Source: an optimization exercise on an open RTL-to-GDS flow (aim: small area, a short achievable clock period and few clock cycles). Production flows keep margins and buffers that such runs may drop.
In this exercise RTL edits were held to simulation tests only and were not proved equivalent to the original.
Power figures rest on the tool's default switching activity, not on a simulated workload.

==> design.v <==
`timescale 1ns/1ns
package alu_pkg;
	localparam int word_width = 32;
	typedef enum logic [3:0] {
		op_add  = 4'd0,
		op_sub  = 4'd1,
		op_and  = 4'd2,
		op_or   = 4'd3,
		op_not  = 4'd4,
		op_neg  = 4'd5,
		op_shr  = 4'd6,
		op_shra = 4'd7,
		op_shl  = 4'd8,
		op_ror  = 4'd9,
		op_rol  = 4'd10,
		op_mul  = 4'd11
	} alu_op_t;
endpackage
`timescale 1ns/1ns
module alu_shifting (
	input  logic [31:0] a,
	input  logic [4:0]  s,
	input  logic [4:0]  k,
	input  logic        big,
	input  logic        left,
	input  logic        shift,
	input  logic        arith,
	output logic [31:0] c
);
	logic        fill;
	logic [31:0] rot;
	logic [31:0] th;
	logic [31:0] keep;
	assign fill = arith & a[31];
	always_comb begin
		rot = a;
		if (k[0]) rot = {rot[0],    rot[31:1]};
		if (k[1]) rot = {rot[1:0],  rot[31:2]};
		if (k[2]) rot = {rot[3:0],  rot[31:4]};
		if (k[3]) rot = {rot[7:0],  rot[31:8]};
		if (k[4]) rot = {rot[15:0], rot[31:16]};
	end
	always_comb begin
		for (int i = 0; i < 32; i++)
			th[i] = (5'(i) >= s);
	end
	always_comb begin
		if (!shift)
			keep = '1;
		else if (big)
			keep = '0;
		else if (left)
			keep = th;
		else
			for (int i = 0; i < 32; i++)
				keep[i] = th[31 - i];
	end
	assign c = (rot & keep) | ({32{fill}} & ~keep);
endmodule
`timescale 1ns/1ns
module alu_cla_adder #(
	parameter int W = 40
) (
	input  logic [W-1:0] a,
	input  logic [W-1:0] b,
	input  logic         cin,
	output logic [W-1:0] sum
);
	assign sum = a + b + {{(W-1){1'b0}}, cin};
endmodule
`timescale 1ns/1ns
module alu_booth_step (
	input  logic [31:0] m,
	input  logic [3:0]  one,
	input  logic [3:0]  two,
	input  logic [3:0]  neg,
	input  logic [32:0] s_in,
	input  logic [32:0] c_in,
	output logic [32:0] s_out,
	output logic [32:0] c_out,
	output logic [7:0]  s_lo,
	output logic [7:0]  c_lo
);
	logic [32:0]      mx;
	logic [32:0]      m2x;
	logic [3:0][32:0] r;
	logic [40:0]      a0, a1, a2, a3, sx, cx;
	logic [40:0]      s1, c1, s2, c2, s3, c3, s4, c4;
	assign mx  = {m[31], m};
	assign m2x = {m, 1'b0};
	always_comb begin
		for (int i = 0; i < 4; i++)
			r[i] = (({33{one[i]}} & mx) | ({33{two[i]}} & m2x)) ^ {33{neg[i]}};
	end
	assign a0 = {8'd0, ~r[0][32], r[0][31:0]} | (41'd170 << 32);
	assign a1 = {6'd0, ~r[1][32], r[1][31:0], 2'd0};
	assign a2 = {4'd0, ~r[2][32], r[2][31:0], 4'd0};
	assign a3 = {2'd0, ~r[3][32], r[3][31:0], 6'd0};
	assign sx = {8'd0, s_in};
	assign cx = {8'd0, c_in};
	assign s1 = a0 ^ a1 ^ a2;
	assign c1 = {((a0 & a1) | (a0 & a2) | (a1 & a2)), 1'b0};
	assign s2 = a3 ^ sx ^ cx;
	assign c2 = {((a3 & sx) | (a3 & cx) | (sx & cx)), 1'b0};
	assign s3 = s1 ^ c1 ^ s2;
	assign c3 = {((s1 & c1) | (s1 & s2) | (c1 & s2)), 1'b0};
	assign s4 = s3 ^ c3 ^ c2;
	assign c4 = {((s3 & c3) | (s3 & c2) | (c3 & c2)), 1'b0};
	assign s_lo  = s4[7:0];
	assign c_lo  = c4[7:0];
	assign s_out = s4[40:8];
	assign c_out = c4[40:8];
endmodule
module alu_booth_enc (
	input  logic [7:0] b,
	input  logic       bm1,
	output logic [3:0] one,
	output logic [3:0] two,
	output logic [3:0] neg
);
	logic [8:0] bb;
	assign bb = {b, bm1};
	always_comb begin
		for (int i = 0; i < 4; i++) begin
			one[i] = bb[2*i+1] ^ bb[2*i];
			two[i] = (bb[2*i+2] & ~bb[2*i+1] & ~bb[2*i]) |
				(~bb[2*i+2] & bb[2*i+1] & bb[2*i]);
			neg[i] = bb[2*i+2];
		end
	end
endmodule
`timescale 1ns/1ns
module alu_result_stage (
	input  logic        f_sum,
	input  logic        f_and,
	input  logic        f_or,
	input  logic        f_not,
	input  logic        f_sh,
	input  logic [31:0] y,
	input  logic [31:0] b,
	input  logic [31:0] sum,
	input  logic [31:0] shift_c,
	output logic [31:0] result
);
	assign result = ({32{f_sum}} & sum) |
		({32{f_and}} & (y & b)) |
		({32{f_or}} & (y | b)) |
		({32{f_not}} & ~b) |
		({32{f_sh}} & shift_c);
endmodule
`timescale 1ns/1ns
import alu_pkg::*;
module alu_unit (
	input  logic                           clk,
	input  logic                           rst,
	input  logic [alu_pkg::word_width-1:0] bus_in,
	input  logic                           y_load,
	input  alu_pkg::alu_op_t               op,
	input  logic                           op_valid,
	output logic [alu_pkg::word_width-1:0] z_hi,
	output logic [alu_pkg::word_width-1:0] z_lo,
	output logic                           done,
	output logic                           busy
);
	logic        accept;
	logic        acc_mul;
	logic        is_sub;
	logic        is_left;
	logic [31:0] b_r;
	logic        yl_r;
	logic        f_sub, cin_r;
	logic        f_sq, f_ya, f_sum, f_and, f_or, f_not, f_sh;
	logic        f_left, f_shift, f_arith, f_big;
	logic [4:0]  f_k;
	logic        vn;
	logic        m1, ph2, ph3, ph4, ph5;
	logic [31:0] y;
	logic [31:0] b_raw;
	logic [31:0] y_next;
	logic        s32;
	logic [32:0] cs;
	logic [7:0]  sl, cl;
	logic        k;
	logic [3:0]  e_one, e_two, e_neg;
	logic [3:0]  n_one, n_two, n_neg;
	logic [3:0]  i_one, i_two, i_neg;
	logic        step;
	logic        step_more;
	logic [31:0] src;
	logic [32:0] negs;
	logic [32:0] st_s_in, st_c_in;
	logic [32:0] st_s, st_c;
	logic [7:0]  st_sl, st_cl;
	logic [8:0]  lo_sum;
	logic [7:0]  lo_byte;
	logic [39:0] add_a, add_b, add_sum;
	logic [31:0] shift_c;
	logic [31:0] result;
	assign accept  = op_valid & ~busy;
	assign acc_mul = accept & (op == op_mul);
	assign is_sub  = (op == op_sub) | (op == op_neg);
	assign is_left = (op == op_shl) | (op == op_rol);
	always_ff @(posedge clk) begin
		if (rst) begin
			yl_r <= 1'b0;
			vn   <= 1'b0;
			m1   <= 1'b0;
			ph2  <= 1'b0;
			ph3  <= 1'b0;
			ph4  <= 1'b0;
			ph5  <= 1'b0;
			busy <= 1'b0;
			done <= 1'b0;
		end else begin
			yl_r <= y_load & ~busy;
			vn   <= accept & (op != op_mul);
			m1   <= acc_mul;
			ph2  <= m1;
			ph3  <= ph2;
			ph4  <= ph3;
			ph5  <= ph4;
			busy <= acc_mul | m1 | ph2 | ph3;
			done <= vn | ph5;
		end
	end
	always_ff @(posedge clk) begin
		if (ph4)
			b_r <= '0;
		else if (!busy)
			b_r <= bus_in ^ {32{is_sub}};
		f_sub   <= is_sub;
		cin_r   <= ph4 ? lo_sum[8] : (accept & is_sub);
		f_sq    <= accept & is_sub;
		f_ya    <= accept & ((op == op_add) | (op == op_sub));
		f_sum   <= accept & ((op == op_add) | is_sub);
		f_and   <= accept & (op == op_and);
		f_or    <= accept & (op == op_or);
		f_not   <= accept & (op == op_not);
		f_sh    <= accept & (op >= op_shr) & (op <= op_rol);
		f_left  <= is_left;
		f_shift <= (op == op_shr) | (op == op_shra) | (op == op_shl);
		f_arith <= (op == op_shra);
		f_big   <= |bus_in[31:5];
		f_k     <= is_left ? (5'd0 - bus_in[4:0]) : bus_in[4:0];
	end
	assign b_raw  = b_r ^ {32{f_sub}};
	assign y_next = yl_r ? b_raw : y;
	always_ff @(posedge clk) begin
		if (rst)
			y <= '0;
		else if (busy && y_load)
			y <= bus_in;
		else
			y <= y_next;
	end
	assign step      = m1 | ph2 | ph3 | ph4;
	assign step_more = m1 | ph2 | ph3;
	assign src       = m1 ? y : z_lo;
	alu_booth_enc u_enc_next (
		.b   (src[15:8]),
		.bm1 (src[7]),
		.one (n_one),
		.two (n_two),
		.neg (n_neg)
	);
	alu_booth_enc u_enc_first (
		.b   (y_next[7:0]),
		.bm1 (1'b0),
		.one (i_one),
		.two (i_two),
		.neg (i_neg)
	);
	always_ff @(posedge clk) begin
		if (step_more) begin
			e_one <= n_one;
			e_two <= n_two;
			e_neg <= n_neg;
		end else begin
			e_one <= i_one;
			e_two <= i_two;
			e_neg <= i_neg;
		end
	end
	always_comb begin
		negs = '0;
		for (int j = 0; j < 16; j++)
			negs[2*j] = y[2*j+1];
	end
	assign st_s_in = {s32, z_hi & {32{~m1}}};
	assign st_c_in = cs | (negs & {33{m1}});
	alu_booth_step u_step (
		.m     (b_r),
		.one   (e_one),
		.two   (e_two),
		.neg   (e_neg),
		.s_in  (st_s_in),
		.c_in  (st_c_in),
		.s_out (st_s),
		.c_out (st_c),
		.s_lo  (st_sl),
		.c_lo  (st_cl)
	);
	assign lo_sum = {1'b0, sl} + {1'b0, cl} + {8'd0, k};
	always_ff @(posedge clk) begin
		if (step) begin
			s32 <= st_s[32];
			cs  <= st_c;
			sl  <= st_sl;
			cl  <= st_cl;
			k   <= lo_sum[8];
		end else begin
			s32 <= 1'b1;
			cs  <= '0;
			sl  <= '0;
			cl  <= '0;
			k   <= 1'b0;
		end
	end
	assign add_a = {(y & {32{f_ya}}) | (z_hi & {32{ph5}}), sl};
	assign add_b = {b_r | cs[31:0], cl | {8{f_sq}}};
	alu_cla_adder #(.W(40)) u_adder (
		.a   (add_a),
		.b   (add_b),
		.cin (cin_r),
		.sum (add_sum)
	);
	alu_shifting u_shifter (
		.a     (y),
		.s     (b_r[4:0]),
		.k     (f_k),
		.big   (f_big),
		.left  (f_left),
		.shift (f_shift),
		.arith (f_arith),
		.c     (shift_c)
	);
	alu_result_stage u_result (
		.f_sum   (f_sum),
		.f_and   (f_and),
		.f_or    (f_or),
		.f_not   (f_not),
		.f_sh    (f_sh),
		.y       (y),
		.b       (b_r),
		.sum     (add_sum[39:8]),
		.shift_c (shift_c),
		.result  (result)
	);
	assign lo_byte = ph5 ? add_sum[7:0] : lo_sum[7:0];
	always_ff @(posedge clk) begin
		z_hi <= (st_s[31:0] & {32{step}}) | (add_sum[39:8] & {32{ph5}});
		z_lo <= result | ({lo_byte, src[31:8]} & {32{step | ph5}});
	end
endmodule
==> run.sh <==
#!/bin/bash
# synth_recipe.tcl (not shown) runs the flow's synth.tcl, then flattens the netlist and writes it again
# the make line also repeats each setting of config.mk as NAME=value (left out here)
make -C /OpenROAD-flow-scripts/flow DESIGN_CONFIG=/design/flow/config.mk WORK_HOME=/design/flow/orfs CLKGATE_MAP_FILE= SYNTH_SCRIPT=/design/flow/synth_recipe.tcl finish
==> config.mk <==
export PLATFORM = sky130hd
export DESIGN_NAME = alu_unit
export DESIGN_NICKNAME = alu_unit
export VERILOG_FILES = /design/flow/design.v
export SDC_FILE = /design/flow/constraint.sdc
export NUM_CORES = 4
export LEC_CHECK = 0
export CAP_MARGIN = 20
export CORE_MARGIN = 2
export CORE_UTILIZATION = 40
export SETUP_SLACK_MARGIN = 3.3
export SLEW_MARGIN = 20
==> constraint.sdc <==
create_clock -name core_clock -period 6.0 [get_ports {clk}]
set_input_delay 1.2000 -clock core_clock [delete_from_list [all_inputs] [get_ports {clk}]]
set_output_delay 1.2000 -clock core_clock [all_outputs]
set_load 0.01 [all_outputs]
==> flow_summary.toml, run 1 <==
[timing]
final.min_clock_period_ps = 3060
fin_crit_sh = 0.510
rsz0062_at_grt = "yes"
finalHoldViolCount = 0
finalSetupTns_ps = 0
whs_ps = 455
final_max_slew_viol_count = 0
worst_pin_slew_ps = 840
setup_viol_count_final = 0
relSlewSlack = 0.434
skew_ps = 20.8
fmax_mhz = 327

[global_route]
met1_usage = 0.441
grt_pass1_wl_mm = 138
grtUsageMet2 = 0.532
antenna_found_initial = 6
grtUsageTotal = 0.352
grtUsageMet3 = 0.104
grt_pass1_vias = 19900
grt-busiest-layer = "met2"
overflow = 0
grt_max_degree = 67

[placement]
place_hpwl_mm = 64.1
io_buffers = 105
placed_cell_area_um2 = 22400
gp_congestion = 1.03

[drt]
viasPerCell = 6.45
ant_nets = 0
drt_iter0_markers = 2845
vias = 20700
wl_per_cell_um = 30.0
routed_wl_mm = 96.5
drc_errors = 0
drt_pass1_iterations = 9

[critical_path]
arrival_ps = 3480
cp-end-kind = "register"
critPathMaxFanout = 7
r2r_slack_ps = 2940
crit_path_start_kind = "register"
crit_required_ps = 6420
path_class = "reg -> reg"

[floorplanning]
start_util = 0.404
ios = 106
core-area_um2 = 51300
die_w_um = 232
dieHeight_um = 232
dieArea_um2 = 53600
rows = 83

[synth]
postSynth.asyncResetShare = 0
syn_inst = 2465
synth_flop_cell = "dfxtp_1"
yosysTopAreaCell = "dfxtp_1"
syn-cell-area_um2 = 20700
synth_seq_cells = 215
synth_seq_area_share = 0.208
yosys_warnings = 4
synth_cell_types = 79
synth_area_per_cell_um2 = 8.41
synth.area.top_cells = "dfxtp_1, fa_1, xnor2_1"
synth_edf_count = 0
netlist.area_leader.share = 0.208
syn_nets = 2695

[pwr]
power_mw = 8.51
ir_drop_uv = 251
p_leak_nw = 10.6
power_density_nw_per_um2 = 317

[job]
maxCapViolCount = 0

[clock_network]
cts_made_buffers = 26
root_buffer = "clkbuf_16"
cts.sinks = 215
cts.clk_slew.worst_paths_ps = 60
htree_levels = 1
cts_hold_buf = 0
cts_tree = "built"
clock_path_buffers = 3
clkLatencyLatePin_ps = 570

[final_layout]
design_area_um2 = 26900
syn_to_final_growth_pct = 29.6
fin_nets = 2738
drive_gt1_frac = 0.292

[status]
run_status = "no timing/DRC/antenna violations"

[hold_path]
hold_path_class = "reg -> reg"
## cells by family (layout without fill, tap and decap cells)
logic type,count (synthesis),count (layout),share of synthesized area
DFF,215,215,0.208
adders and majority gates,190,190,0.160
buffers and inverters,334,397,0.0634
AOI/OAI and AO/OA,745,745,0.238
xor gates and xnor gates,242,242,0.102
muxes,148,148,0.0931
and+or+nand+nor,591,591,0.136
other,0,4,0
## cells in the mapped netlist, types with 18 or more instances
cell and n:
a211oi_1 34, a21o_1 40, a21oi_1 234, a221o_1 25, a22o_1 55, a22oi_1 128, buf_1 41, buf_2 18
clkbuf_1 190, dfxtp_1 215, fa_1 124, ha_1 66, inv_1 78, mux2_2 33, mux2i_1 78, mux4_2 32
nand2_1 118, nand2b_1 22, nand3_1 26, nor2_1 226, nor2b_1 78, o21ai_0 85, o21ai_1 42, or2_2 39
xnor2_1 203, xor2_1 39
## per-layer routing
| layer | wire [um] | vias up |
|---|---|---|
| met3 | 11900 | 394 |
| li1 | - | 8792 |
| met4 | 7050 | 8 |
| met5 | 130 | - |
| met1 | 36000 | 10200 |
| met2 | 41400 | 1354 |
## layout by cell type (no fill, tap or decap), types with 70 or more instances in the layout
master	Yosys	final
dfxtp_1	215	107
xnor2_1	203	166
nor2b_1	78	74
buf_4	0	83
a22oi_2	0	70
o21ai_0	85	78
a21oi_1	234	214
nor2_1	226	220
inv_1	78	71
fa_1	124	80
mux2i_1	78	77
nand2_1	118	111
## timing repair
| action | CTS | global route |
|---|---|---|
| resized for setup | 478 | 115 |
| endpoints found under the setup margin | 192 | 124 |
| gates cloned | 14 | 2 |
| buffers inserted | 79 | 14 |
| pin swaps | 189 | 127 |
| endpoints found under the hold margin | 0 | 0 |
## worst max-delay path: stages (launching register included)
cell and delay, ps:
dfxtp_4 390, buf_4 190, a22o_4 240, ha_4 270, a21o_1 200, a221oi_2 310
o21ai_2 100, or3b_4 410, o211a_4 260, a311oi_4 280, buf_6 180, o21ai_1 80
## worst paths after layout
path | from | endpoint | depth (start not counted)
setup reg to reg | ph5 | z_hi[29] | 11
hold reg to reg | vn | done | 2
hold / removal | vn | done | 2
setup / recovery | ph5 | z_hi[29] | 11
## flip-flops by register name (all words and copies together) (netlist names), 4 cells and up
| name | cells |
|---|---|
| b_r | 32 |
| e_neg | 4 |
| z_lo | 32 |
| e_two | 4 |
| z_hi | 32 |
| y | 32 |
| e_one | 4 |
| f_k | 5 |
| sl | 8 |
| cs | 32 |
| cl | 6 |
## cell type report
class	count	area, um^2
antenna	4	10.0
clock buffer	33	728
clock inverter	15	155
fill	4660	24400
inverter	80	303
multi-input combinational	1916	17100
sequential	215	4540
tap	680	851
timing repair buffer	269	3150
## stage by stage
step                       util  setup slack (ps)  instances
after detailed placement  0.437              2220       3051
after floorplan               -              3150       2465
final                     0.524              2940       3212
after global placement    0.437              2220       3051
after global routing      0.523              2870       3208
after CTS                 0.510              3010       3192
## power by group
part           leakage, nW  total (mW)  switching, mW  internal [mW]
sequential            1.81        1.88          0.313           1.57
clock                0.440        1.70          0.719          0.985
combinational         8.31        4.92           2.62           2.30
Testbench counts, summed over its fixed seeds: cycles 6,522.
==> run 2, diff against run 1 <==
--- a/config.mk
+++ b/config.mk
@@ -8,5 +8,4 @@
 export CAP_MARGIN = 20
 export CORE_MARGIN = 2
 export CORE_UTILIZATION = 40
-export SETUP_SLACK_MARGIN = 3.3
 export SLEW_MARGIN = 20
==> run 2 against run 1 <==
Against the previous run:
- first-iteration DRC count is 19% lower
- still clean on timing, DRC and antenna
- clock power hardly changed
- critical path type unchanged
- die area stayed put
- via count is 6.9% lower
==> flow_summary.toml, run 2 <==
[status]
run_status = "no timing/DRC/antenna violations"

[timing]
worst_pin_slew_ps = 960
final.min_clock_period_ps = 3910
skew_ps = 41.1
finalHoldViolCount = 0
finalSetupTns_ps = 0
fmax_mhz = 256
final_max_slew_viol_count = 0
rsz0062_at_grt = "no"
fin_crit_sh = 0.652
relSlewSlack = 0.360
setup_viol_count_final = 0

[floorplanning]
dieHeight_um = 232
rows = 83
ios = 106
dieArea_um2 = 53600
start_util = 0.404
die_w_um = 232
core-area_um2 = 51300

[synth]
yosysTopAreaCell = "dfxtp_1"
synth_area_per_cell_um2 = 8.41
netlist.area_leader.share = 0.208
syn_inst = 2465
syn-cell-area_um2 = 20700
yosys-top-cells-count = "a21oi_1, nor2_1, dfxtp_1, xnor2_1, clkbuf_1"
yosys_warnings = 4
postSynth.asyncResetShare = 0
synth_edf_count = 0
synth_seq_cells = 215
syn_nets = 2695
synth_flop_cell = "dfxtp_1"
synth.area.top_cells = "dfxtp_1, fa_1, xnor2_1"
synth_seq_area_share = 0.208
yosysMostFrequentCell = "a21oi_1"
synth_cell_types = 79

[global_route]
overflow = 0
antenna_found_initial = 3
grt_pass1_wl_mm = 125
grtUsageTotal = 0.311
grt_pass1_vias = 18100
grt_max_degree = 68

[job]
maxCapViolCount = 0

[clock_network]
clkLatencyLatePin_ps = 600
cts-resized-gates = 0
cts.clk_slew.worst_paths_ps = 70
cts.sinks = 215
clock_path_buffers = 3
root_buffer = "clkbuf_16"
cts_setup_buffers = 0
cts_made_buffers = 26
cts_tree = "built"
cts_hold_buf = 0
htree_levels = 1

[critical_path]
cp-endpoint = "z_lo[29]"
arrival_ps = 4330
critPathLaunch = "b_r[6]"
crit_path_start_kind = "register"
crit_required_ps = 6420
cp-end-kind = "register"
r2r_end = "z_lo[29]"
path_class = "reg -> reg"
critPathMaxFanout = 13
r2r_slack_ps = 2090
reg2reg_from = "b_r[6]"
r2r_cells = 10

[drt]
wl_per_cell_um = 27.5
drc_errors = 0
drt_pass1_iterations = 6
drt_iter0_markers = 2315
vias = 19300
viasPerCell = 6.23
routed_wl_mm = 85.0
ant_nets = 0

[hold_path]
hold_path_class = "reg -> reg"

[pwr]
power_density_nw_per_um2 = 338
ir_drop_uv = 235
p_leak_nw = 9.03

[placement]
gp_congestion = 1.03
placedCellCount = 3047
place_hpwl_mm = 63.6
io_buffers = 105

[final_layout]
nFillCells = 5075
layout_commonest_cell = "a21oi_1"
fin_nets = 2625
mostFrequentLayoutCells = "a21oi_1, nor2_1, xnor2_1"
drive_gt1_frac = 0.0928
syn_to_final_growth_pct = 10.7
final_cells = 3097
run 2: cell counts after synthesis:
No cell type changed its count.
run 2: metal layers:
| metal | global-route usage | share of wire | vias up |
|---|---|---|---|
| li1 | - | - | 8545 |
| met4 | 0.122 | 0.043 | 0 |
| met1 | 0.432 | 0.42 | 9539 |
| met5 | 0 | 0 | - |
| met3 | 0.0595 | 0.10 | 168 |
| met2 | 0.476 | 0.43 | 1036 |
run 2: worst min path at each step:
| stage | slack (ps) | start | end | depth (start not counted) |
|---|---|---|---|---|
| 2_1_floorplan | 410 | vn | done | 2 |
| 3_3_place_gp | 430 | vn | done | 2 |
| 3_5_place_dp | 430 | vn | done | 2 |
| 4_1_cts | 450 | vn | done | 2 |
| 5_1_grt | 470 | vn | done | 2 |
| 6_report | 450 | vn | done | 2 |
run 2: kinds of logic after synthesis:
family,count (synthesis),synth area share
flops,215,0.208
compound gates,745,0.238
simple gates,591,0.136
mux,148,0.0931
buf+inv,334,0.0634
xor+xnor,242,0.102
fa+ha+maj,190,0.160
run 2: per-stage QoR:
stage / util / instance area [um^2] / power [mW] / hold WS (ps) / setup slack (ps)
floorplan: - / 20700 / 4.47 / 411 / 2540
global placement: 0.429 / 22000 / 5.97 / 430 / 2270
detailed placement: 0.429 / 22000 / 6.04 / 434 / 2290
CTS: 0.447 / 22900 / 7.73 / 454 / 2220
global route: 0.447 / 22900 / 8.23 / 471 / 2020
finish: 0.447 / 22900 / 7.76 / 455 / 2090
run 2: critical path, stage by stage, from the launching register on:
cell and delay, ps:
dfxtp_1 850, or2_2 240, ha_1 320, a21oi_1 290, o21ai_1 120, a21oi_1 150, a211o_1 210, or3b_1 390
o211a_1 220, a311oi_1 750, o2111ai_1 170
run 2: final cells by class:
cell class | count | area, um^2 | share of cell area
antenna | 2 | 5.00 | 0.000218
clock inverter | 11 | 140 | 0.00611
inverter | 80 | 300 | 0.0131
multi-input combinational | 1916 | 15100 | 0.659
tap | 680 | 851 | 0.0371
sequential | 215 | 4320 | 0.189
timing repair buffer | 156 | 1430 | 0.0625
clock buffer | 37 | 773 | 0.0337
run 2: report_power, final:
part           internal [mW]  switching [mW]  total, mW
Clock                  0.989           0.708       1.70
Sequential              1.55           0.338       1.89
Combinational           1.87            2.30       4.17
==> run 3, diff against run 2 <==
--- a/config.mk
+++ b/config.mk
@@ -8,4 +8,6 @@
 export CAP_MARGIN = 20
 export CORE_MARGIN = 2
 export CORE_UTILIZATION = 40
+export SETUP_SLACK_MARGIN = 3.6
 export SLEW_MARGIN = 20
+export TNS_END_PERCENT = 5
==> run 3 against run 2 <==
Against the previous run:
- synthesized cell count unchanged
- core utilization rose by 4.1 points
- worst setup slack better by 960 ps
- critical path type is now reg -> out
- worst hold slack improved by 51 ps
- cell count rose by 2.6%
- still clean
- maximum frequency increased by 33%
- total power increased by 0.67%
- highest routed layer is now met5
- sequential cell count unchanged
- largest cell class unchanged
==> flow_summary.toml, run 3 <==
[floorplanning]
start_util = 0.404
dieArea_um2 = 53600
rows = 83
ios = 106
core-area_um2 = 51300
die_w_um = 232
dieHeight_um = 232

[final_layout]
syn_to_final_growth_pct = 20.8
mostFrequentLayoutCells = "nor2_1, a21oi_1, xnor2_1"
drive_gt1_frac = 0.192
fin_nets = 2704
layout_commonest_cell = "nor2_1"

[drt]
drt_pass1_iterations = 8
wl_per_cell_um = 27.8
vias = 20100
drt_iter0_markers = 2845
wl_met1_mm = 35.6
topRoutingLayerUsed = "met5"
viasPerCell = 6.32
wl_met3_mm = 8.56
drc_errors = 0
routed_wl_mm = 88.4
wl_met2_mm = 39.2
ant_nets = 0

[synth]
synth_compound_area_frac = 0.238
syn_nets = 2695
synthMuxAreaShare = 0.0931
synth_cell_types = 79
syn-cell-area_um2 = 20700
netlist.area_leader.share = 0.208
syn_inst = 2465
yosys-top-cells-count = "a21oi_1, nor2_1, dfxtp_1, xnor2_1, clkbuf_1"
yosysTopAreaCell = "dfxtp_1"
synth.area.top_cells = "dfxtp_1, fa_1, xnor2_1"
postSynth.asyncResetShare = 0
synth_flop_cell = "dfxtp_1"
yosys_warnings = 4
synth_xor_area_frac = 0.102
yosysMostFrequentCell = "a21oi_1"
synth_fa_ha_area_frac = 0.160
synth_top_family_by_area = "compound AO/OA/AOI/OAI gates"
synth_seq_area_share = 0.208
synth_edf_count = 0
synth_seq_cells = 215
synth_area_per_cell_um2 = 8.41
yosys.area_share.simple = 0.136

[clock_network]
root_buffer = "clkbuf_16"
htree_levels = 1
cts_tree = "built"
clock_path_buffers = 3
cts.clk_slew.worst_paths_ps = 70
cts_made_buffers = 26
clkLatencyLatePin_ps = 600
cts.sinks = 215

[pwr]
power_mw = 7.81
ir_drop_uv = 228
power_density_nw_per_um2 = 312
p_leak_nw = 9.64

[placement]
io_buffers = 105
place_hpwl_mm = 61.6
gp_congestion = 1.05

[critical_path]
cp_num_buf_inv = 1
r2r_cells = 10
arrival_ps = 1750
crit_path_max_incr_delay_ps = 610
r2r_end = "z_lo[22]"
crit_chain = "clkdlybuf4s50_1"
cp_slowest_cell = "clkdlybuf4s50_1"
reg2reg_from = "ph5"
cp-end-kind = "output pin"
critPathTopFamily = "buffers and inverters"
crit_path_start_kind = "register"
path_class = "reg -> out"
r2r_slack_ps = 3070
crit_required_ps = 4800
critPathMaxFanout = 3

[global_route]
grtUsageTotal = 0.317
grt_pass1_vias = 18900
antenna_found_initial = 4
grt_pass1_wl_mm = 127
grt_max_degree = 68
overflow = 0

[hold_path]
worstHoldEndpoint = "ph3"
min_from = "ph2"
hold_path_class = "reg -> reg"
hold_path_depth = 1

[status]
run_status = "no timing/DRC/antenna violations"

[timing]
skew_ps = 30.1
fin_crit_sh = 0.492
worst_pin_slew_ps = 866
rsz0062_at_grt = "yes"
setup_viol_count_final = 0
finalSetupTns_ps = 0
finalHoldViolCount = 0
fmax_mhz = 339
final.min_clock_period_ps = 2950
relSlewSlack = 0.419
final_max_slew_viol_count = 0

[job]
maxCapViolCount = 0
## run 3: per-layer routing
metal  GRT usage  vias up
li1            -     8716
met1       0.418     9945
met2       0.498     1192
met3      0.0653      224
met4       0.146        4
met5           0        -
## run 3: timing repair
action,in CTS,in global routing
setup buffers,48,27
cloned,3,2
hold buffers,0,0
pin swaps,32,38
gates resized for setup,211,57
setup endpoints to repair,239,199
## run 3: worst max-delay path by stage
| stage | startpoint | cells after the start | to | slack, ps |
|---|---|---|---|---|
| detailed placement | op[1] | 9 | b_r[2] | 1890 |
| global placement | op[1] | 9 | b_r[4] | 1900 |
| floorplan | ph5 | 13 | z_lo[22] | 3150 |
| global route | f_ya | 12 | z_lo[27] | 2970 |
| CTS | z_lo[28] | 1 | z_lo[28] | 3090 |
| finish | z_lo[21] | 1 | z_lo[21] | 3050 |
## run 3: metrics by stage
stage          hold slack [ps]  area [um^2]  instances  worst slack [ps]  utilization
4_1_cts                    482        24400       3143              3090        0.476
5_1_grt                    518        25000       3172              2970        0.488
6_report                   506        25000       3178              3050        0.488
2_1_floorplan              411        21100       2465              3150            -
3_5_place_dp               473        22200       3046              1890        0.433
3_3_place_gp               467        22200       3046              1900        0.433
## run 3: logic make-up (layout without fill, tap and decap cells)
kind of cell | count (synthesis) | after routing
multiplexers | 148 | 148
adder cells (fa/ha/maj) | 190 | 190
AO/OA/AOI/OAI | 745 | 745
other | 0 | 6
XOR/XNOR | 242 | 242
AND/OR/NAND/NOR | 591 | 591
flip-flops | 215 | 215
buffers and inverters | 334 | 361
## run 3: power by group
part           switching (mW)  internal [mW]  leakage (nW)
clock network           0.721          0.880         0.398
registers               0.295           1.56          1.79
logic                    2.35           2.00          7.46
total                    3.37           4.44          9.64
## run 3: cell type report
type	count	area, um^2
Fill cell	4908	26300
Multi-Input combinational cell	1916	16100
Sequential cell	215	4450
Timing Repair Buffer	234	2470
Tap cell	680	851
Clock buffer	31	699
Inverter	80	308
Clock inverter	15	144
Antenna cell	6	15.0
Timing Repair inverter	1	5.00
==> run 4, diff against run 3 <==
--- a/config.mk
+++ b/config.mk
@@ -8,6 +8,7 @@
 export CAP_MARGIN = 20
 export CORE_MARGIN = 2
 export CORE_UTILIZATION = 40
+export PLACE_DENSITY = 0.8
 export SETUP_SLACK_MARGIN = 3.6
 export SLEW_MARGIN = 20
 export TNS_END_PERCENT = 5
==> run 4 against run 3 <==
Against the previous run:
- total power rose by 1.9%
- die area is the same
- synthesized area is the same
- non-clock buffer count is 1 higher
- worst setup slack worse by 100 ps
- critical path depth is 8 higher
- critical path type is now reg -> reg
- clock power increased by 11%
==> flow_summary.toml, run 4 <==
[drt]
drt_pass1_iterations = 8
vias = 20800
wl_per_cell_um = 28.4
ant_nets = 0
routed_wl_mm = 90.2
drc_errors = 0
drt_iter0_markers = 3064
viasPerCell = 6.57

[critical_path]
r2r_end = "z_lo[29]"
crit_path_start_kind = "register"
reg2reg_from = "f_ya"
crit_chain = "clkbuf_16 > a22o_1 > ha_4 > nand4_1 > nor3_1 > and3_1 > o21ai_1 > a311oi_2 > o2111ai_1"
cp-end-kind = "register"
r2r_slack_ps = 2940
crit_path_max_incr_delay_ps = 520
arrival_ps = 3490
critPathMaxFanout = 13
r2r_cells = 9
crit_required_ps = 6440
path_class = "reg -> reg"
cp_slowest_cell = "nor3_1"

[pwr]
ir_drop_uv = 213
power_density_nw_per_um2 = 314
p_leak_nw = 9.78

[timing]
finalSetupTns_ps = 0
final_max_slew_viol_count = 0
relSlewSlack = 0.283
skew_ps = 24.5
finalHoldViolCount = 0
fin_crit_sh = 0.509
final.min_clock_period_ps = 3060
setup_viol_count_final = 0
fmax_mhz = 327
setup_ws_ps = 2940
rsz0062_at_grt = "yes"
worst_pin_slew_ps = 1070

[placement]
io_buffers = 105
gp_congestion = 1.08
place_hpwl_mm = 59.3
placedCellCount = 3037
pre_cts_ws_ps = 2080

[synth]
synth_seq_cells = 215
yosysTopAreaCell = "dfxtp_1"
syn_nets = 2695
synth_edf_count = 0
syn_inst = 2465
yosys_warnings = 4
synth_area_per_cell_um2 = 8.41
yosysMostFrequentCell = "a21oi_1"
synth_cell_types = 79
synth.area.top_cells = "dfxtp_1, fa_1, xnor2_1"
yosys-top-cells-count = "a21oi_1, nor2_1, dfxtp_1, xnor2_1, clkbuf_1"
synth_seq_area_share = 0.208
postSynth.asyncResetShare = 0
syn-cell-area_um2 = 20700
netlist.area_leader.share = 0.208
synth_flop_cell = "dfxtp_1"

[final_layout]
layout_commonest_cell = "nor2_1"
fin_util = 0.495
syn_to_final_growth_pct = 22.5
diodes = 0
drive_gt1_frac = 0.201
fin_nets = 2704
final_cells = 3173
mostFrequentLayoutCells = "nor2_1, a21oi_1, xnor2_1"
nFillCells = 4631

[global_route]
overflow = 0
antenna_found_initial = 4
grtUsageTotal = 0.322
grt_pass1_vias = 19500
grt_pass1_wl_mm = 129
grt_max_degree = 68

[floorplanning]
rows = 83
start_util = 0.404
dieHeight_um = 232
core-area_um2 = 51300
die_w_um = 232
dieArea_um2 = 53600
ios = 106

[clock_network]
clock_path_buffers = 3
cts_tree = "built"
cts_made_buffers = 26
cts.clk_slew.worst_paths_ps = 60
root_buffer = "clkbuf_16"
htree_levels = 1
clkLatencyLatePin_ps = 610
cts.sinks = 215

[hold_path]
hold_path_depth = 1
hold_path_class = "reg -> reg"
worstHoldEndpoint = "ph3"
min_from = "ph2"

[job]
maxCapViolCount = 0

[status]
run_status = "no timing/DRC/antenna violations"
-- run 4: cell counts after synthesis --
No cell type changed its count.
-- run 4: critical path: cells and delay by family, from the launching register on --
| kind | cells | cell delay (ps) |
|---|---|---|
| AO/OA/AOI/OAI | 4 | 920 |
| adder cells (fa/ha/maj) | 1 | 330 |
| AND/OR/NAND/NOR | 3 | 1040 |
| flip-flops | 1 | 400 |
| buffers and inverters | 1 | 200 |
-- run 4: cells by family after synthesis --
kind of cell | synth area share
multiplexers | 0.0931
flip-flops | 0.208
XOR/XNOR | 0.102
AO/OA/AOI/OAI | 0.238
buffers and inverters | 0.0634
adder cells (fa/ha/maj) | 0.160
AND/OR/NAND/NOR | 0.136
-- run 4: stage by stage --
| stage | power, mW | area [um^2] | hold WS [ps] |
|---|---|---|---|
| after global routing | 8.38 | 25400 | 540 |
| after CTS | 7.71 | 24500 | 480 |
| after global placement | 5.61 | 22100 | 465 |
| final | 7.96 | 25400 | 532 |
| after floorplan | 4.50 | 21100 | 411 |
| after detailed placement | 5.72 | 22100 | 471 |
-- run 4: layer usage --
layer / track usage / vias to the layer above / part of all wire
met1: 0.395 / 10000 / 0.35
met2: 0.478 / 1643 / 0.41
met5: 0 / - / 0.00052
met4: 0.220 / 8 / 0.093
met3: 0.107 / 451 / 0.15
li1: - / 8716 / -
-- run 4: layout make-up --
type / count / area (um^2) / area share
clock buffers: 32 / 723 / 0.0285
clock inverters: 15 / 220 / 0.00867
inverters: 80 / 303 / 0.0119
multi-input cells: 1916 / 16100 / 0.635
flip-flops and latches: 215 / 4480 / 0.177
well taps: 680 / 851 / 0.0335
repair buffers: 235 / 2670 / 0.105
-- run 4: power breakdown --
group	internal, mW	switching [mW]
registers	1.56	0.331
logic	2.00	2.29
clock network	1.04	0.739
-- run 4: how the worst max path moves through the flow --
stage	slack, ps	endpoint	depth (start not counted)	startpoint
final	2940	z_lo[29]	9	f_ya
after global routing	2920	z_lo[29]	9	f_ya
after CTS	3080	z_lo[29]	11	f_ya
after floorplan	3150	z_lo[22]	13	ph5
after global placement	2200	b_r[2]	9	op[1]
after detailed placement	2080	b_r[4]	9	op[1]
-- run 4: what timing repair did --
action,4_1_cts,5_1_grt
hold buffers,0,0
setup endpoints to repair,235,203
setup buffers,43,37
gates resized for setup,198,91
pin swaps,35,48
cloned,3,6
==> run 5, diff against run 4 <==
--- a/config.mk
+++ b/config.mk
@@ -8,7 +8,6 @@
 export CAP_MARGIN = 20
 export CORE_MARGIN = 2
 export CORE_UTILIZATION = 40
-export PLACE_DENSITY = 0.8
-export SETUP_SLACK_MARGIN = 3.6
+export SETUP_SLACK_MARGIN = 4.0
 export SLEW_MARGIN = 20
 export TNS_END_PERCENT = 5
==> run 5 against run 4 <==
Against the previous run:
- combinational power rose by 9.1%
- still clean on timing, DRC and antenna
- clock skew fell by 10 ps
- total power rose by 3.5%
- via count fell by 2.2%
- critical path depth rose by 2
- die area did not move
- largest cell class unchanged
- core utilization rose by 0.23 points
- global-route usage rose by 1.6 points
- critical endpoint is now z_lo[26]
- first-iteration DRC count fell by 17%
- synthesized cell count did not move
- sequential power barely moved
==> flow_summary.toml, run 5 <==
[global_route]
grt_pass1_wl_mm = 133
overflow = 0
antenna_found_initial = 5
grt_max_degree = 67
grtUsageTotal = 0.338
grt_pass1_vias = 19200

[timing]
relSlewSlack = 0.390
setup_viol_count_final = 0
skew_ps = 14.5
rsz0062_at_grt = "yes"
fmax_mhz = 340
finalSetupTns_ps = 0
worst_pin_slew_ps = 905
final_max_slew_viol_count = 0
fin_crit_sh = 0.490
finalHoldViolCount = 0
final.min_clock_period_ps = 2940

[status]
run_status = "no timing/DRC/antenna violations"

[placement]
place_hpwl_mm = 63.9
placedCellCount = 3044
gp_congestion = 1.04
io_buffers = 105

[clock_network]
cts_made_buffers = 27
cts_tree = "built"
root_buffer = "clkbuf_16"
clock_path_buffers = 3
cts.clk_slew.worst_paths_ps = 60
htree_levels = 1
clkLatencyLatePin_ps = 590
cts.sinks = 215

[job]
maxCapViolCount = 0

[final_layout]
fin_nets = 2710
mostFrequentLayoutCells = "nor2_1, a21oi_1, xnor2_1"
layout_commonest_cell = "nor2_1"
multi_input_area_um2 = 16200
drive_gt1_frac = 0.207
nFillCells = 4893
seqCellArea_um2 = 4490
final_cells = 3179
syn_to_final_growth_pct = 23.1

[critical_path]
r2r_end = "z_lo[26]"
r2r_cells = 11
cp-end-kind = "register"
critPathMaxFanout = 31
crit_path_start_kind = "register"
r2r_slack_ps = 3060
cp-endpoint = "z_lo[26]"
reg2reg_from = "b_r[2]"
crit_required_ps = 6480
arrival_ps = 3420
critPathLaunch = "b_r[2]"
path_class = "reg -> reg"

[synth]
yosysTopAreaCell = "dfxtp_1"
synth.area.top_cells = "dfxtp_1, fa_1, xnor2_1"
postSynth.asyncResetShare = 0
synth_seq_area_share = 0.208
yosysMostFrequentCell = "a21oi_1"
synth_cell_types = 79
syn_inst = 2465
yosys-top-cells-count = "a21oi_1, nor2_1, dfxtp_1, xnor2_1, clkbuf_1"
syn_nets = 2695
synth_flop_cell = "dfxtp_1"
yosys_warnings = 4
synth_area_per_cell_um2 = 8.41
synth_seq_cells = 215
netlist.area_leader.share = 0.208
synth_edf_count = 0
syn-cell-area_um2 = 20700

[floorplanning]
die_w_um = 232
core-area_um2 = 51300
rows = 83
ios = 106
start_util = 0.404
dieHeight_um = 232
dieArea_um2 = 53600

[drt]
routed_wl_mm = 95.5
ant_nets = 0
drt_iter0_markers = 2549
drc_errors = 0
wl_per_cell_um = 30.0
viasPerCell = 6.41
drt_pass1_iterations = 6
vias = 20400

[hold_path]
hold_path_class = "reg -> reg"

[pwr]
power_density_nw_per_um2 = 323
p_leak_nw = 9.84
p_sw_mw = 3.62
seqPwrFrac = 0.233
ir_drop_uv = 374
combPwrFrac = 0.568
clock_power_share = 0.199
p_sw_frac = 0.440
intPower_mw = 4.62
-- run 5: cell types whose count changed in the layout (fill, tap and decap cells not counted), moves of 6 or more --
| cell | change |
|---|---|
| a22oi_2 | -6 |
| clkbuf_16 | +6 |
| a22oi_1 | +6 |
| buf_4 | -6 |
-- run 5: layout make-up --
cell class | instances | area share
Antenna cell | 3 | 0.000294
Clock buffer | 35 | 0.0292
Clock inverter | 10 | 0.00417
Inverter | 80 | 0.0121
Multi-Input combinational cell | 1916 | 0.634
Sequential cell | 215 | 0.176
Tap cell | 680 | 0.0334
Timing Repair Buffer | 240 | 0.111
-- run 5: how the worst min path moves through the flow --
stage,start,end,cells after the start,slack (ps)
2_1_floorplan,vn,done,2,410
3_3_place_gp,ph3,ph4,1,460
3_5_place_dp,ph2,ph3,1,470
4_1_cts,ph2,ph3,1,480
5_1_grt,ph3,ph4,1,510
6_report,ph3,ph4,1,500
-- run 5: per-layer routing --
metal,global-route usage,wire length [um],vias to the layer above
met1,0.452,37800,10100
li1,-,-,8714
met2,0.509,41300,1259
met3,0.0742,10400,277
met5,0,0,-
met4,0.175,5970,0
-- run 5: stage by stage --
stage	power (mW)	cell area, um^2	hold slack (ps)	setup WS [ps]	utilization
global placement	6.11	22200	463	2350	0.432
detailed placement	6.15	22200	466	2320	0.432
floorplan	4.50	21100	411	3150	-
finish	8.24	25500	502	3060	0.497
global route	8.65	25500	514	2980	0.497
CTS	7.99	24800	478	3120	0.483
-- run 5: kinds of logic (layout without fill, tap and decap cells) --
logic type | after synthesis | in the layout | synth area share
compound gates | 745 | 745 | 0.238
xor+xnor | 242 | 242 | 0.102
fa+ha+maj | 190 | 190 | 0.160
buf+inv | 334 | 365 | 0.0634
flops | 215 | 215 | 0.208
mux | 148 | 148 | 0.0931
other cells | 0 | 3 | 0
simple gates | 591 | 591 | 0.136
-- run 5: worst max-delay path, cell delays in order, from the launching register on --
cell,delay [ps]
dfxtp_2,310
buf_6,180
or2_2,360
ha_4,340
nand2_1,100
a21oi_2,190
o2111a_1,260
o21ai_4,110
a31oi_4,310
a21oi_2,120
xnor2_2,200
a221o_1,310
-- run 5: timing repair --
action,4_1_cts,5_1_grt
hold buffers,0,0
resized for setup,258,75
hold endpoints to repair,0,0
endpoints found under the setup margin,266,268
pin swaps,82,37
buffers inserted,49,19
gates cloned,8,11
-- run 5: power by group through the flow --
stage / logic [mW] / registers (mW) / clock network [mW]
after floorplan: 2.82 / 1.67 / 0
final: 4.68 / 1.92 / 1.64
after CTS: 4.47 / 1.88 / 1.65
after global placement: 4.16 / 1.95 / 0
after detailed placement: 4.21 / 1.94 / 0
after global routing: 5.05 / 1.91 / 1.69
==> run 6, diff against run 5 <==
--- a/config.mk
+++ b/config.mk
@@ -8,6 +8,6 @@
 export CAP_MARGIN = 20
 export CORE_MARGIN = 2
 export CORE_UTILIZATION = 40
-export SETUP_SLACK_MARGIN = 4.0
+export SETUP_SLACK_MARGIN = 3.3
 export SLEW_MARGIN = 20
 export TNS_END_PERCENT = 5
==> run 6 against run 5 <==
Against the previous run:
- critical path depth unchanged
- critical path type unchanged
- first-iteration DRC count decreased by 12%
- still clean on timing, DRC and antenna
- non-clock buffer count decreased by 5
- worst setup slack got worse by 13 ps
==> flow_summary.toml, run 6 <==
[timing]
finalSetupTns_ps = 0
fin_crit_sh = 0.492
worst_pin_slew_ps = 872
setup_ws_ps = 3050
fmax_mhz = 339
final.min_clock_period_ps = 2950
skew_ps = 11.1
rsz0062_at_grt = "yes"
final_max_slew_viol_count = 0
setup_viol_count_final = 0
finalHoldViolCount = 0
relSlewSlack = 0.418

[synth]
synth_area_per_cell_um2 = 8.41
synth_top_family_by_area = "compound AO/OA/AOI/OAI gates"
synth_seq_area_share = 0.208
syn_inst = 2465
synth_xor_area_frac = 0.102
syn_nets = 2695
synth_cell_types = 79
synthMuxAreaShare = 0.0931
synth_edf_count = 0
postSynth.asyncResetShare = 0
synth.area.top_cells = "dfxtp_1, fa_1, xnor2_1"
yosys_warnings = 4
synth_fa_ha_area_frac = 0.160
yosys-top-cells-count = "a21oi_1, nor2_1, dfxtp_1, xnor2_1, clkbuf_1"
synth_flop_cell = "dfxtp_1"
netlist.area_leader.share = 0.208
synth_seq_cells = 215
yosysMostFrequentCell = "a21oi_1"
synth_compound_area_frac = 0.238
yosysTopAreaCell = "dfxtp_1"
syn-cell-area_um2 = 20700
yosys.area_share.simple = 0.136

[final_layout]
drive_gt1_frac = 0.197
final_cells = 3176
mostFrequentLayoutCells = "nor2_1, a21oi_1, xnor2_1"
fin_nets = 2705
syn_to_final_growth_pct = 21.3
layout_commonest_cell = "nor2_1"

[drt]
ant_nets = 0
drc_errors = 0
vias = 19900
drt_iter0_markers = 2247
routed_wl_mm = 91.5
drt_pass1_iterations = 6
viasPerCell = 6.27
wl_per_cell_um = 28.8

[placement]
placedCellCount = 3046
io_buffers = 105
pre_cts_ws_ps = 2230
gp_congestion = 1.04
place_hpwl_mm = 64.0

[critical_path]
crit_path_start_kind = "register"
arrival_ps = 3430
cp-end-kind = "register"
critPathMaxFanout = 15
cp_slowest_cell = "dfxtp_4"
crit_path_max_incr_delay_ps = 380
r2r_slack_ps = 3050
path_class = "reg -> reg"
crit_chain = "buf_12 > a22o_1 > ha_4 > a211oi_2 > o21ai_1 > o211ai_1 > a31oi_4 > a22o_4 > o21ai_4 > xnor2_4 > a221o_1"
crit_required_ps = 6480

[global_route]
overflow = 0
grt_pass1_wl_mm = 133
grt_pass1_vias = 19100
antenna_found_initial = 5
grt_max_degree = 69
grtUsageTotal = 0.335

[floorplanning]
dieHeight_um = 232
start_util = 0.404
rows = 83
die_w_um = 232
ios = 106
dieArea_um2 = 53600
core-area_um2 = 51300

[clock_network]
cts_made_buffers = 27
htree_levels = 1
clock_path_buffers = 3
cts.clk_slew.worst_paths_ps = 70
cts.sinks = 215
clkLatencyLatePin_ps = 590
cts_hold_buf = 0
cts_tree = "built"
root_buffer = "clkbuf_16"

[pwr]
p_leak_nw = 9.66
ir_drop_uv = 264
power_density_nw_per_um2 = 320

[status]
run_status = "no timing/DRC/antenna violations"

[hold_path]
hold_path_class = "reg -> reg"

[job]
maxCapViolCount = 0
run 6: routing by layer:
layer,track usage,wire length [um],vias to the layer above,share of wire
li1,-,-,8720,-
met1,0.453,37300,9881,0.41
met2,0.513,39800,1103,0.44
met3,0.0643,9130,201,0.10
met4,0.158,5200,2,0.057
met5,0,13,-,0.00014
run 6: logic make-up after synthesis:
group	Yosys count
compound gates	745
simple gates	591
buf+inv	334
xor+xnor	242
flops	215
fa+ha+maj	190
mux	148
run 6: critical path, delay by kind of cell (launching register included):
family	cells	cell delay, ps
AO/OA/AOI/OAI	8	1880
XOR/XNOR	1	140
adder cells (fa/ha/maj)	1	250
buffers and inverters	1	160
flip-flops	1	380
run 6: worst paths after layout:
kind	from	end	cells past startpoint
worst max-delay path	ph5	z_lo[27]	11
worst min-delay path	vn	done	2
worst min register to register	vn	done	2
worst max register to register	ph5	z_lo[27]	11
run 6: layout make-up:
class,instances,area [um^2]
fill,4927,26200
multi-input combinational,1916,16000
sequential,215,4490
timing repair buffer,235,2530
tap,680,851
clock buffer,36,769
inverter,80,309
clock inverter,11,134
antenna,3,7.51
run 6: stage by stage:
| step | utilization | instance area (um^2) | total power [mW] | hold slack (ps) |
|---|---|---|---|---|
| global route | 0.490 | 25100 | 8.50 | 489 |
| global placement | 0.433 | 22200 | 5.97 | 427 |
| detailed placement | 0.433 | 22200 | 6.01 | 432 |
| floorplan | - | 21100 | 4.49 | 411 |
| finish | 0.490 | 25100 | 8.04 | 437 |
| CTS | 0.486 | 25000 | 7.98 | 446 |
run 6: timing repair:
action | in CTS | in global routing
gates cloned | 4 | 1
setup buffers | 73 | 2
setup endpoints to repair | 190 | 180
resized for setup | 258 | 25
endpoints found under the hold margin | 0 | 0
pin swaps | 54 | 19
run 6: power breakdown:
part | switching (mW) | internal [mW]
sequential | 0.316 | 1.57
clock | 0.713 | 0.987
combinational | 2.42 | 2.04
total | 3.45 | 4.59
==> run 7, diff against run 6 <==
--- a/config.mk
+++ b/config.mk
@@ -8,6 +8,7 @@
 export CAP_MARGIN = 20
 export CORE_MARGIN = 2
 export CORE_UTILIZATION = 40
-export SETUP_SLACK_MARGIN = 3.3
+export CTS_BUF_LIST = sky130_fd_sc_hd__clkbuf_4 sky130_fd_sc_hd__clkbuf_8
+export SETUP_SLACK_MARGIN = 3.6
 export SLEW_MARGIN = 20
 export TNS_END_PERCENT = 5
==> run 7 against run 6 <==
Against the previous run:
- clock power down 7%
- maximum frequency down 1.9%
- critical path type unchanged
- still clean
- count of clock-buffer cells in the layout up 26
- highest routed layer unchanged
- clock skew up 26 ps
- sequential cell count unchanged
- total power down 1.6%
- global-route usage down 1.2 points
- critical path depth unchanged
==> flow_summary.toml, run 7 <==
[final_layout]
fin_util = 0.494
drive_gt1_frac = 0.210
syn_to_final_growth_pct = 22.3
mostFrequentLayoutCells = "nor2_1, a21oi_1, xnor2_1"
fin_nets = 2729
layout_commonest_cell = "nor2_1"
final_cells = 3205

[critical_path]
crit_path_start_kind = "register"
r2r_slack_ps = 2990
path_class = "reg -> reg"
crit_cells = 11
cp_slowest_cell = "xor2_1"
crit_chain = "fa_2 > inv_2 > fa_2 > nor2b_4 > o2111ai_4 > a21boi_4 > buf_6 > o21ai_4 > a31oi_4 > xor2_1 > a221o_1"
crit_path_max_incr_delay_ps = 530
r2r_end = "z_lo[18]"
cp_num_buf_inv = 2
cp-end-kind = "register"
critPathTopFamily = "compound AO/OA/AOI/OAI gates"
critPathMaxFanout = 6
reg2reg_from = "f_sq"
crit_required_ps = 6590
crit_top_cell = "fa_2"
arrival_ps = 3590
r2r_cells = 11

[timing]
finalHoldViolCount = 0
final_max_slew_viol_count = 0
relSlewSlack = 0.457
setup_ws_ps = 2990
worst_pin_slew_ps = 810
rsz0062_at_grt = "yes"
fin_crit_sh = 0.501
setup_viol_count_final = 0
skew_ps = 36.9
finalSetupTns_ps = 0
final.min_clock_period_ps = 3010
fmax_mhz = 333

[floorplanning]
die_w_um = 232
ios = 106
core-area_um2 = 51300
dieHeight_um = 232
rows = 83
dieArea_um2 = 53600
start_util = 0.404

[placement]
gp_congestion = 1.05
place_hpwl_mm = 61.6
pre_cts_ws_ps = 1890
placedCellCount = 3046
io_buffers = 105

[drt]
routed_wl_mm = 90.8
drt_pass1_iterations = 7
vias = 20400
viasPerCell = 6.36
drt_iter0_markers = 2896
drc_errors = 0
wl_per_cell_um = 28.3
ant_nets = 0

[pwr]
ir_drop_uv = 233
power_mw = 7.91
p_leak_nw = 9.81
power_density_nw_per_um2 = 312

[hold_path]
min_from = "ph3"
hold_path_depth = 1
worstHoldEndpoint = "ph4"
hold_path_class = "reg -> reg"

[global_route]
grt_pass1_wl_mm = 128
overflow = 0
grt_pass1_vias = 19200
antenna_found_initial = 2
grt_max_degree = 68
grtUsageTotal = 0.322

[job]
maxCapViolCount = 0

[synth]
yosysTopAreaCell = "dfxtp_1"
syn_inst = 2465
yosys-top-cells-count = "a21oi_1, nor2_1, dfxtp_1, xnor2_1, clkbuf_1"
yosys_warnings = 4
synth_area_per_cell_um2 = 8.41
netlist.area_leader.share = 0.208
synth_cell_types = 79
postSynth.asyncResetShare = 0
synth_seq_area_share = 0.208
synth.area.top_cells = "dfxtp_1, fa_1, xnor2_1"
syn-cell-area_um2 = 20700
synth_flop_cell = "dfxtp_1"
synth_seq_cells = 215
syn_nets = 2695
yosysMostFrequentCell = "a21oi_1"
synth_edf_count = 0

[clock_network]
cts_hold_buf = 0
htree_levels = 2
cts_tree = "built"
cts.sinks = 215
clkLatencyLatePin_ps = 650
cts_made_buffers = 41
cts.clk_slew.worst_paths_ps = 60
clock_path_buffers = 3
root_buffer = "clkbuf_8"

[status]
run_status = "no timing/DRC/antenna violations"
-- run 7: changes by cell type in the layout (fill, tap and decap cells not counted), sizes merged --
cell      previous run  this run
buf                127       130
clkbuf              37        70
diode                3         1
clkinv               4         5
inv                 79        81
clkinvlp             6         0
bufinv               2         1
bufbuf               2         1
-- run 7: routing by layer --
metal	GRT usage	part of all wire	vias up
met5	0	0.00014	-
met4	0.159	0.060	2
met3	0.0765	0.11	258
met2	0.499	0.44	1301
met1	0.421	0.39	10100
li1	-	-	8767
-- run 7: worst max path at each step --
stage	start	endpoint	slack (ps)
after detailed placement	op[1]	b_r[2]	1890
after floorplan	ph5	z_lo[22]	3150
after global routing	e_one[3]	z_hi[21]	3010
after CTS	z_lo[27]	z_lo[27]	3110
final	f_sq	z_lo[18]	2990
after global placement	op[1]	b_r[4]	1900
-- run 7: what timing repair did --
action                                  4_1_cts  5_1_grt
resized for setup                           242       67
gates cloned                                  4        8
endpoints found under the setup margin      233      194
setup buffers                                51       27
pin swaps                                    51       52
-- run 7: area by class of cell --
class	count	area, um^2
fillers	4883	26000
flip-flops and latches	215	4480
repair buffers	244	2700
diodes	1	2.50
repair inverters	1	5.00
clock buffers	62	759
well taps	680	851
inverters	80	308
multi-input cells	1916	16100
clock inverters	6	76.3
-- run 7: cells by family after synthesis --
family,Yosys count,synth area share
and+or+nand+nor,591,0.136
DFF,215,0.208
buffers and inverters,334,0.0634
muxes,148,0.0931
xor gates and xnor gates,242,0.102
adders and majority gates,190,0.160
AOI/OAI and AO/OA,745,0.238
-- run 7: per-stage QoR --
stage	area, um^2	hold WS (ps)
after floorplan	21100	411
after global placement	22200	467
after detailed placement	22200	473
after CTS	24600	481
after global routing	25300	518
final	25300	510
-- run 7: power by group --
group | internal (mW) | switching [mW]
clock network | 0.851 | 0.726
logic | 2.05 | 2.40
registers | 1.57 | 0.313
==> run 8, diff against run 7 <==
==> flow/run.sh (new file) <==
#!/bin/bash
# The standard layout (the standard.sh, synthesis unchanged), except that the
# port buffers that placement inserts use buf_2 instead of the delay buffer the
# resizer picks by default.
set -euo pipefail
export BUFFER_PORTS_ARGS="-buffer_cell sky130_fd_sc_hd__buf_2"
bash standard.sh > flow_make.log 2>&1
==> standard.sh (new file) <==
#!/bin/bash
# synth_recipe.tcl (not shown) runs the flow's synth.tcl, then flattens the netlist and writes it again
# the make line also repeats each setting of config.mk as NAME=value (left out here)
make -C /OpenROAD-flow-scripts/flow DESIGN_CONFIG=/design/flow/config.mk WORK_HOME=/design/flow/orfs CLKGATE_MAP_FILE= SYNTH_SCRIPT=/design/flow/synth_recipe.tcl "${@:-finish}"
--- a/config.mk
+++ b/config.mk
@@ -8,7 +8,5 @@
 export CAP_MARGIN = 20
 export CORE_MARGIN = 2
 export CORE_UTILIZATION = 40
-export CTS_BUF_LIST = sky130_fd_sc_hd__clkbuf_4 sky130_fd_sc_hd__clkbuf_8
-export SETUP_SLACK_MARGIN = 3.6
+export SETUP_SLACK_MARGIN = 3.3
 export SLEW_MARGIN = 20
-export TNS_END_PERCENT = 5
removed: run.sh
==> run 8 against run 7 <==
Against the previous run:
- still clean
- wire length grew 6.6%
- clock skew shrank 14 ps
- count of clock-buffer cells in the layout shrank 22
- via count grew 0.59%
- worst setup slack lost 80 ps
- cell count grew 0.22%
- global-route usage grew 2.7 points
- sequential share of layout area shrank 0.48 points
- sequential cell count is the same
- worst hold slack lost 74 ps
- critical path type unchanged
==> flow_summary.toml, run 8 <==
[placement]
placedCellCount = 3052
placed_cell_area_um2 = 21900
gp_congestion = 1.03
io_buffers = 105
place_hpwl_mm = 65.1

[timing]
whs_ps = 436
finalHoldViolCount = 0
final.min_clock_period_ps = 3090
finalSetupTns_ps = 0
final_max_slew_viol_count = 0
fmax_mhz = 324
relSlewSlack = 0.398
setup_viol_count_final = 0
fin_crit_sh = 0.514
rsz0062_at_grt = "yes"
worst_pin_slew_ps = 904
skew_ps = 23.0

[final_layout]
drive_gt1_frac = 0.299
final_cells = 3212
layout_commonest_cell = "nor2_1"
mostFrequentLayoutCells = "nor2_1, a21oi_1, xnor2_1"
fin_nets = 2740
design_area_um2 = 26000
syn_to_final_growth_pct = 25.3

[pwr]
p_sw_frac = 0.439
ir_drop_uv = 202
p_leak_nw = 10.2
p_sw_mw = 3.61
seqPwrFrac = 0.227
power_density_nw_per_um2 = 317
combPwrFrac = 0.574
clock_power_share = 0.199
intPower_mw = 4.61

[floorplanning]
ios = 106
start_util = 0.404
dieHeight_um = 232
die_w_um = 232
core-area_um2 = 51300
rows = 83
dieArea_um2 = 53600

[synth]
yosysMostFrequentCell = "a21oi_1"
postSynth.asyncResetShare = 0
synth_flop_cell = "dfxtp_1"
synth_seq_cells = 215
synth_seq_area_share = 0.208
syn_nets = 2695
synth_cell_types = 79
yosysTopAreaCell = "dfxtp_1"
netlist.area_leader.share = 0.208
synth.area.top_cells = "dfxtp_1, fa_1, xnor2_1"
yosys-top-cells-count = "a21oi_1, nor2_1, dfxtp_1, xnor2_1, clkbuf_1"
syn-cell-area_um2 = 20700
yosys_warnings = 4
syn_inst = 2465
synth_edf_count = 0
synth_area_per_cell_um2 = 8.41

[critical_path]
r2r_cells = 11
r2r_end = "z_lo[29]"
arrival_ps = 3530
reg2reg_from = "b_r[7]"
critPathMaxFanout = 10
cp-end-kind = "register"
cp-endpoint = "z_lo[29]"
crit_path_start_kind = "register"
path_class = "reg -> reg"
crit_required_ps = 6440
r2r_slack_ps = 2910
critPathLaunch = "b_r[7]"

[drt]
vias = 20500
wl_per_cell_um = 30.1
routed_wl_mm = 96.8
drc_errors = 0
drt_iter0_markers = 2505
drt_pass1_iterations = 7
ant_nets = 0
viasPerCell = 6.39

[clock_network]
cts_made_buffers = 27
htree_levels = 1
cts.sinks = 215
clkLatencyLatePin_ps = 600
cts_hold_buf = 0
cts_tree = "built"
root_buffer = "clkbuf_16"
clock_path_buffers = 3
cts.clk_slew.worst_paths_ps = 60

[global_route]
overflow = 0
grt_max_degree = 67
grt_pass1_vias = 19600
antenna_found_initial = 6
grt_pass1_wl_mm = 138
grtUsageTotal = 0.349

[hold_path]
hold_path_depth = 1
hold_path_class = "reg -> reg"

[status]
run_status = "no timing/DRC/antenna violations"

[job]
maxCapViolCount = 0
==> run 8: layer usage <==
metal	GRT usage	wire [um]
met1	0.439	36400
met2	0.534	42000
met3	0.107	11700
met4	0.191	6560
met5	0.00460	118
==> run 8: power by group through the flow <==
stage	sequential (mW)	clock [mW]	combinational, mW
floorplan	1.68	0	2.79
global placement	1.93	0	3.89
detailed placement	1.92	0	3.96
CTS	1.85	1.64	4.40
global route	1.86	1.70	5.08
finish	1.87	1.64	4.72
==> run 8: worst min-delay path by stage <==
stage	startpoint	end	slack (ps)
4_1_cts	busy	yl_r	430
6_report	busy	yl_r	440
3_5_place_dp	busy	yl_r	430
5_1_grt	busy	yl_r	460
2_1_floorplan	vn	done	410
3_3_place_gp	busy	yl_r	420
==> run 8: what timing repair did <==
action / CTS / global route
buffers inserted: 51 / 44
pin swaps: 116 / 92
gates cloned: 9 / 5
gates resized for setup: 315 / 112
endpoints found under the setup margin: 110 / 95
==> run 8: stage by stage <==
step | utilization | total power [mW] | setup WS (ps)
5_1_grt | 0.506 | 8.64 | 2900
6_report | 0.506 | 8.23 | 2910
4_1_cts | 0.486 | 7.89 | 2960
2_1_floorplan | - | 4.47 | 3150
3_3_place_gp | 0.427 | 5.82 | 2390
3_5_place_dp | 0.427 | 5.88 | 2400
==> run 8: cell type report <==
type	instances	area, um^2
well taps	680	851
repair buffers	270	2550
clock buffers	40	754
inverters	80	303
clock inverters	8	82.6
flip-flops and latches	215	4470
diodes	3	7.51
fillers	4785	25300
multi-input cells	1916	16900
==> run 8: worst max-delay path, stage by stage (launching register included) <==
cell and delay [ps]:
dfxtp_4 370, buf_8 160, or2_4 300, ha_4 200
nor2_1 210, o21ai_4 90, a21oi_2 140, a211o_1 230
or3b_4 420, o211a_4 250, a311oi_4 380, o2111ai_1 170
==> run 8: kinds of logic (layout without fill, tap and decap cells) <==
logic type	Yosys count	in the layout	synth area share
buffers and inverters	334	398	0.0634
other	0	3	0
flip-flops	215	215	0.208
XOR/XNOR	242	242	0.102
AO/OA/AOI/OAI	745	745	0.238
adder cells (fa/ha/maj)	190	190	0.160
AND/OR/NAND/NOR	591	591	0.136
multiplexers	148	148	0.0931
==> run 9, diff against run 8 <==
==> flow/run.sh (replaced) <==
#!/bin/bash
# The standard layout (the standard.sh, synthesis unchanged), except that
# the port buffers that placement inserts are buf_1 cells instead of the delay
# buffer the resizer picks by default. make's full output goes to flow_make.log;
# ORFS keeps each tool's log under orfs/logs/.
set -euo pipefail
export BUFFER_PORTS_ARGS="-buffer_cell sky130_fd_sc_hd__buf_1"
bash standard.sh > flow_make.log 2>&1
==> run 9 against run 8 <==
Against the previous run:
- critical path depth grew 1
- register-to-register slack better by 50 ps
- global-route usage is 0.30 points lower
- via count grew 2.3%
- largest power group unchanged
==> flow_summary.toml, run 9 <==
[pwr]
clock_power_share = 0.214
intPower_mw = 4.91
p_sw_frac = 0.427
seqPwrFrac = 0.218
power_density_nw_per_um2 = 320
ir_drop_uv = 249
combPwrFrac = 0.568
p_leak_nw = 10.3
p_sw_mw = 3.66

[clock_network]
cts_hold_buf = 0
cts.clk_slew.worst_paths_ps = 60
root_buffer = "clkbuf_16"
cts_tree = "built"
clock_path_buffers = 3
cts_made_buffers = 28
htree_levels = 1
clkLatencyLatePin_ps = 620
cts.sinks = 215

[drt]
ant_nets = 0
routed_wl_mm = 97.3
drc_errors = 0
wl_per_cell_um = 29.9
vias = 21000
drt_pass1_iterations = 6
drt_iter0_markers = 2786
viasPerCell = 6.44

[synth]
synth_flop_cell = "dfxtp_1"
synth_area_per_cell_um2 = 8.41
syn_inst = 2465
postSynth.asyncResetShare = 0
syn_nets = 2695
syn-cell-area_um2 = 20700
yosysMostFrequentCell = "a21oi_1"
yosysTopAreaCell = "dfxtp_1"
synth_cell_types = 79
yosys-top-cells-count = "a21oi_1, nor2_1, dfxtp_1, xnor2_1, clkbuf_1"
synth_edf_count = 0
yosys_warnings = 4
synth.area.top_cells = "dfxtp_1, fa_1, xnor2_1"
netlist.area_leader.share = 0.208
synth_seq_area_share = 0.208
synth_seq_cells = 215

[critical_path]
crit_path_start_kind = "register"
crit_required_ps = 6470
path_class = "reg -> reg"
cp-end-kind = "register"
arrival_ps = 3500
critPathMaxFanout = 8

[final_layout]
design_area_um2 = 26800
nFillCells = 4692
drive_gt1_frac = 0.287
fin_nets = 2782
syn_to_final_growth_pct = 29.2
multi_input_area_um2 = 17300
layout_commonest_cell = "nor2_1"
seqCellArea_um2 = 4500
mostFrequentLayoutCells = "nor2_1, a21oi_1, xnor2_1"

[floorplanning]
rows = 83
core-area_um2 = 51300
ios = 106
dieHeight_um = 232
start_util = 0.404
die_w_um = 232
dieArea_um2 = 53600

[timing]
fin_crit_sh = 0.506
skew_ps = 46.8
finalHoldViolCount = 0
setup_viol_count_final = 0
relSlewSlack = 0.312
worst_pin_slew_ps = 1030
final_max_slew_viol_count = 0
finalSetupTns_ps = 0
fmax_mhz = 329
rsz0062_at_grt = "yes"
whs_ps = 507
final.min_clock_period_ps = 3030

[placement]
gp_congestion = 1.01
placed_cell_area_um2 = 21800
io_buffers = 105
place_hpwl_mm = 64.7

[global_route]
grt_max_degree = 68
grtUsageTotal = 0.346
grt_pass1_wl_mm = 137
grt_pass1_vias = 20000
overflow = 0
antenna_found_initial = 4

[job]
maxCapViolCount = 0

[hold_path]
hold_path_class = "reg -> reg"

[status]
run_status = "no timing/DRC/antenna violations"
==> run 9: cell types whose count changed in the layout (fill, tap and decap cells not counted), moves of 5 or more <==
cell / change
buf_1: +104
nand2_1: -7
a21oi_1: -5
buf_6: +15
nand2_2: +6
xnor2_1: -7
buf_4: +21
dfxtp_4: +7
dfxtp_1: -7
buf_2: -104
a21oi_2: +5
==> run 9: cell type report <==
cell class,count,area share
Antenna cell,4,0.000374
Clock inverter,8,0.00617
Timing Repair Buffer,311,0.107
Tap cell,680,0.0318
Sequential cell,215,0.168
Clock buffer,42,0.0304
Inverter,80,0.0115
Multi-Input combinational cell,1916,0.644
==> run 9: per-stage QoR <==
step	instances	utilization	total power [mW]	worst slack [ps]
2_1_floorplan	2465	-	4.47	3150
3_3_place_gp	3053	0.425	5.77	2430
3_5_place_dp	3053	0.425	5.87	2470
4_1_cts	3194	0.493	8.13	3050
5_1_grt	3252	0.522	8.99	2910
6_report	3256	0.522	8.57	2970
==> run 9: layer usage <==
metal / global-route usage / share of wire / up-vias
li1: - / - / 8875
met1: 0.439 / 0.38 / 10300
met2: 0.528 / 0.44 / 1429
met3: 0.0859 / 0.11 / 364
met4: 0.218 / 0.073 / 2
met5: 0.000919 / 0.00012 / -
==> run 9: path summary, 6_finish.rpt <==
check / endpoint / slack (ps) / startpoint / cells after the start
min: ph4 / 510 / ph3 / 1
max reg2reg: z_lo[27] / 2970 / f_ya / 12
min reg2reg: ph4 / 510 / ph3 / 1
max: z_lo[27] / 2970 / f_ya / 12
==> run 9: worst max-delay path: stages, from the launching register on <==
cell	delay, ps
dfxtp_4	400
buf_16	170
a22o_4	250
ha_4	260
a21oi_4	160
buf_4	140
o21bai_1	70
a21oi_1	180
o211ai_1	220
a22o_4	340
o21ai_4	240
xnor2_4	160
a221o_1	330
==> run 9: timing repair <==
| action | 4_1_cts | 5_1_grt |
|---|---|---|
| setup buffers | 81 | 53 |
| resized for setup | 350 | 189 |
| cloned | 10 | 5 |
| pin swaps | 145 | 151 |
| setup endpoints to repair | 105 | 85 |
==> run 9: power by group through the flow <==
stage	Clock, mW	Sequential, mW	Combinational [mW]
finish	1.83	1.87	4.86
global route	1.89	1.86	5.24
CTS	1.83	1.84	4.46
detailed placement	0	1.92	3.95
global placement	0	1.91	3.86
floorplan	0	1.68	2.79
==> run 9: cell families (layout without fill, tap and decap cells) <==
| group | after synthesis | in the layout | synth area share |
|---|---|---|---|
| and+or+nand+nor | 591 | 591 | 0.136 |
| buffers and inverters | 334 | 441 | 0.0634 |
| DFF | 215 | 215 | 0.208 |
| AOI/OAI and AO/OA | 745 | 745 | 0.238 |
| other | 0 | 4 | 0 |
| adders and majority gates | 190 | 190 | 0.160 |
| muxes | 148 | 148 | 0.0931 |
| xor gates and xnor gates | 242 | 242 | 0.102 |
